What follows belongs to an exercise in optimizing a design on an open flow for small area, a short achievable clock period and few clock cycles; a production flow would make more cautious choices. In this exercise RTL edits were held to simulation tests only and were not proved equivalent to the original. Power is estimated from default activity; no workload was simulated.

## conv_top
module conv_top (
    input  logic        clk,
    input  logic        reset,
    input  logic [17:0] i_in_data,
    input  logic        i_in_valid,
    input  logic [3:0]  i_in_user,
    output logic        o_in_ready,
    output logic [40:0] o_out_data,
    output logic        o_out_valid,
    input  logic        i_out_ready
);
Size in the first run: roughly 13000 cells after synthesis, about 3100 flip-flops, about 170000 µm² of cells after synthesis.
make LEC_CHECK=0 CAP_MARGIN=20 CORE_MARGIN=2 CORE_UTILIZATION=55 CTS_BUF_LIST=sky130_fd_sc_hd__clkbuf_8 SETUP_SLACK_MARGIN=5 SLEW_MARGIN=20 finish   # period 9.0 ns
run.sh (not shown) runs the stock make flow with config.mk's settings and CLKGATE_MAP_FILE= SYNTH_SCRIPT=/design/flow/synth_recipe.tcl, a recipe that flattens the netlist after the stock synthesis.
Testbench counts at the start, summed over its fixed seeds: cycles 6,649.
==> next run, changes <==
--- a/flow/design.v
+++ b/flow/design.v
@@ -838,17 +838,16 @@
             LS_W: ld_w = hv;
             LS_B: ld_b = hv;
             LS_X: ld_x = hv && !row_full[lrow];
             default: ;
         endcase
     end
     assign pop          = ld_w || ld_x || ld_b;
     wire       lring = (ls == LS_FIRST) ? tgt : lsel;
-    wire [4:0] kk_in = ksq((ls == LS_FIRST) ? hu[3:1] : kl);
     wire       fstart = (ls == LS_FIRST) && (ld_w || ld_x);
     wire       ftag   = ld_w ? tgt : latest;
     always_ff @(posedge clk) begin
         if (reset) begin
             ls     <= LS_FIRST;
             latest <= 1'b0;
             lsel   <= 1'b0;
             wcnt   <= '0;
@@ -973,33 +972,34 @@
             end
             tqn <= tqn + {1'b0, fstart} - {1'b0, issue && !cbusy};
         end
     end
     wire lda = ld_w && !lring;
     wire ldb = ld_w &&  lring;
     wire rota = issue && !at;
     wire rotb = issue &&  at;
-    wire [4:0] kka = lda ? kk_in : ksq(ka);
-    wire [4:0] kkb = ldb ? kk_in : ksq(kb);
+    wire [2:0] k_ld = (ls == LS_FIRST) ? hu[3:1] : kl;
+    wire [2:0] kta  = lda ? k_ld : ka;
+    wire [2:0] ktb  = ldb ? k_ld : kb;
     always_ff @(posedge clk) begin
         if (lda || rota) begin
             for (int p = 0; p < 25; p++) begin
                 if (p == 0 || p == 3 || p == 8 || p == 15 || p == 24) begin
-                    if (5'(p) == kka - 5'd1) ringa[p] <= lda ? hd : ringa[0];
+                    if (ksq(kta) == 5'(p + 1)) ringa[p] <= lda ? hd : ringa[0];
                     else if (p < 24) ringa[p] <= ringa[p + 1];
                 end else begin
                     ringa[p] <= ringa[p + 1];
                 end
             end
         end
         if (ldb || rotb) begin
             for (int p = 0; p < 25; p++) begin
                 if (p == 0 || p == 3 || p == 8 || p == 15 || p == 24) begin
-                    if (5'(p) == kkb - 5'd1) ringb[p] <= ldb ? hd : ringb[0];
+                    if (ksq(ktb) == 5'(p + 1)) ringb[p] <= ldb ? hd : ringb[0];
                     else if (p < 24) ringb[p] <= ringb[p + 1];
                 end else begin
                     ringb[p] <= ringb[p + 1];
                 end
             end
         end
     end
     logic [17:0] W [8];
Effect: The new run produced a layout that fails on max-slew violations; sequential share of layout area shrinks by 0.30 points; die area hardly moves; first-iteration DRC count came out higher by about 2.6%; utilization went up by 0.40 points; worst setup slack gains 13 ps; cell area goes up by about 0.6%; register-to-register slack stays flat; power went down by 13%; routed wire length goes up by about 1.4%.
Testbench counts after the change, summed over its fixed seeds: cycles 6,649.

---

conv_top, a different RTL version from the one above (not shown whole).
For scale: roughly 69 I/O pins, ~0.17 mm² of cells after synthesis.
==> flow/config.mk <==
export PLATFORM = sky130hd
export DESIGN_NAME = conv_top
export DESIGN_NICKNAME = conv_top
export VERILOG_FILES = /design/flow/design.v
export SDC_FILE = /design/flow/constraint.sdc
export NUM_CORES = 4
export LEC_CHECK = 0
export CAP_MARGIN = 20
export CORE_MARGIN = 2
export CORE_UTILIZATION = 55
export CTS_BUF_LIST = sky130_fd_sc_hd__clkbuf_8
export SETUP_SLACK_MARGIN = 5
export SLEW_MARGIN = 20
==> flow/constraint.sdc <==
create_clock -name core_clock -period 9.0 [get_ports {clk}]
set_input_delay 1.8000 -clock core_clock [delete_from_list [all_inputs] [get_ports {clk}]]
set_output_delay 1.8000 -clock core_clock [all_outputs]
set_load 0.01 [all_outputs]
Testbench counts at the start, summed over its fixed seeds: cycles 6,649.
Rerun with:
--- a/flow/design.v
+++ b/flow/design.v
@@ -755,41 +755,51 @@
     input  logic [17:0] i_in_data,
     input  logic        i_in_valid,
     input  logic [3:0]  i_in_user,
     output logic        o_in_ready,
     output logic [40:0] o_out_data,
     output logic        o_out_valid,
     input  logic        i_out_ready
 );
     localparam int M = 6;            
-    logic [21:0] q0;
-    logic        hv;               
+    logic [21:0] q0, q1;
+    logic [1:0]  qcnt;
     logic        push, pop;
-    assign o_in_ready = !hv || pop;
-    assign push       = i_in_valid && o_in_ready;
+    logic [1:0]  qcnt_n;
+    assign push   = i_in_valid && o_in_ready;
+    assign qcnt_n = qcnt + {1'b0, push} - {1'b0, pop};
     always_ff @(posedge clk) begin
-        if (push) q0 <= {i_in_user, i_in_data};
+        if (push && (qcnt == 2'd0 || (qcnt == 2'd1 && pop))) q0 <= {i_in_user, i_in_data};
+        else if (pop) q0 <= q1;
+        if (push && ((qcnt == 2'd1 && !pop) || qcnt == 2'd2)) q1 <= {i_in_user, i_in_data};
     end
     always_ff @(posedge clk) begin
-        if (reset) hv <= 1'b0;
-        else hv <= push || (hv && !pop);
+        if (reset) begin
+            qcnt       <= '0;
+            o_in_ready <= 1'b1;
+        end else begin
+            qcnt       <= qcnt_n;
+            o_in_ready <= (qcnt_n != 2'd2);
+        end
     end
     wire [17:0] hd = q0[17:0];
     wire [3:0]  hu = q0[21:18];
+    wire        hv = (qcnt != 2'd0);
     typedef enum logic [1:0] {LS_FIRST, LS_W, LS_B, LS_X} ls_t;
     ls_t         ls;
     logic [2:0]  ka, kb;           
     logic        latest;           
     logic        lsel;             
     logic [1:0]  tq;               
     logic [1:0]  tqn;
     logic        cbusy, csel;      
     logic        at;               
+    logic        msel;             
     logic [17:0] mbias;            
     logic [2:0]  k;                
     logic        fe_q;             
     logic [2:0]  kl;               
     logic [4:0]  wcnt;             
     logic [2:0]  lrow, lcol;       
     logic [7:0]  row_full;         
     logic [17:0] biasa, biasb;
     logic [17:0] img [8][8];
@@ -803,19 +813,19 @@
             3'd3: ksq = 5'd9;
             3'd4: ksq = 5'd16;
             default: ksq = 5'd25;
         endcase
     endfunction
     assign at = cbusy ? csel : tq[0];
     always_ff @(posedge clk) k <= at ? kb : ka;
     assign kl = lsel ? kb : ka;
     wire tgt     = !latest;
-    wire tgt_use = (cbusy && csel == tgt) ||
+    wire tgt_use = (cbusy && csel == tgt) || (mv && msel == tgt) ||
                    (tqn != 2'd0 && tq[0] == tgt) || (tqn == 2'd2 && tq[1] == tgt);
     logic        ld_w, ld_x, ld_b;
     logic [2:0]  xr, xc;           
     always_comb begin
         ld_w = 1'b0;
         ld_x = 1'b0;
         ld_b = 1'b0;
         xr   = lrow;
         xc   = lcol;
@@ -902,19 +912,20 @@
     wire         tfirst = (ci == 3'd0) && (cj == 3'd0);
     wire         jlast  = (cj == k - 3'd1);
     wire         ilast  = (ci == k - 3'd1);
     wire         plast  = !twop || cps;
     wire         rlast  = (cr == 3'(8 - {1'b0, k}));
     logic [7:0]  rsel;             
     logic [7:0]  cr_oh;            
     assign issue = !hold && !fe_q && (cj != 3'd0 || |(row_full & rsel));
     wire step_end = issue && jlast && ilast && plast;      
-    wire [7:0] release_mask = (issue && cj == 3'd0 && plast && (ci == 3'd0 || rlast)) ? rsel : 8'h00;
+    wire [7:0] release_mask = !step_end ? 8'h00 :
+                              (rlast ? (8'hFF << cr) : (8'h01 << cr));
     always_ff @(posedge clk) begin
         if (reset) begin
             cr    <= '0;
             cr_oh <= 8'h01;
             rsel  <= 8'h01;
             cps   <= 1'b0;
             ci    <= '0;
             cj    <= '0;
         end else if (issue) begin
@@ -1021,18 +1032,19 @@
                 if (cj == 3'd0) W[b] <= (cps && b < 4) ? rowx[b + 4] : rowx[b];
                 else if (b < 7) W[b] <= W[b + 1];
             end
             for (int d = 0; d < 9; d++) begin
                 bneg[d] <= wx[2*d+2];
                 bone[d] <= wx[2*d+1] ^ wx[2*d];
                 btwo[d] <= (wx[2*d+2] & ~wx[2*d+1] & ~wx[2*d]) | (~wx[2*d+2] & wx[2*d+1] & wx[2*d]);
             end
             mfirst <= tfirst;
+            msel   <= at;
             mbias  <= at ? biasb : biasa;
             mlast  <= jlast && ilast;
             mcnt   <= pw;
         end
     end
     always_ff @(posedge clk) begin
         if (reset) mv <= 1'b0;
         else if (!hold) mv <= issue;
     end
Outcome:
- clock power is about the same
- wire length climbs by 4.1%
- clock-buffer cell count is unchanged
- non-clock buffer count came out lower by 23
- first-iteration DRC count rises by 0.57%
- area after synthesis goes up by 0.62%
- global-route usage goes up by 0.95 points
- via count grows by 2.2%
Testbench counts after the change, summed over its fixed seeds: cycles 6,739.

-- what the ideal ports hide --
How much do the figures lean on ideal ports? The routed layouts below were timed once more, with nothing changed but the port constraints.
Step 1 (the two cells are an assumption about what drives the block):
set clk [get_ports {clk}]
set_driving_cell -lib_cell sky130_fd_sc_hd__clkbuf_16 $clk
set_driving_cell -lib_cell sky130_fd_sc_hd__buf_2 [delete_from_list [all_inputs] $clk]
Step 2 moves the port delays by t, midway between the first and last clock arrival at a register: inputs arrive t later, outputs are due t later. That takes back most of the time a late clock gives input paths.
a / b / c = no drivers / after step 1 / after step 2; a / b = the first two.
run	t, ns	setup WS [ns]	slew at the worst register clock pin (ns)
the first run of note 1	1.270	4.738 / 4.738 / 3.815	0.07 / 0.07
the second run of note 1	1.267	4.750 / 4.750 / 3.819	0.07 / 0.07
the first run of note 2	1.250	4.228 / 4.118 / 3.884	0.07 / 0.07
the second run of note 2	1.251	4.768 / 4.768 / 3.914	0.07 / 0.07
The setup slack of the second run of note 1, which loses most, moves by 0.000 ns with the drivers and by -0.931 ns with both steps.
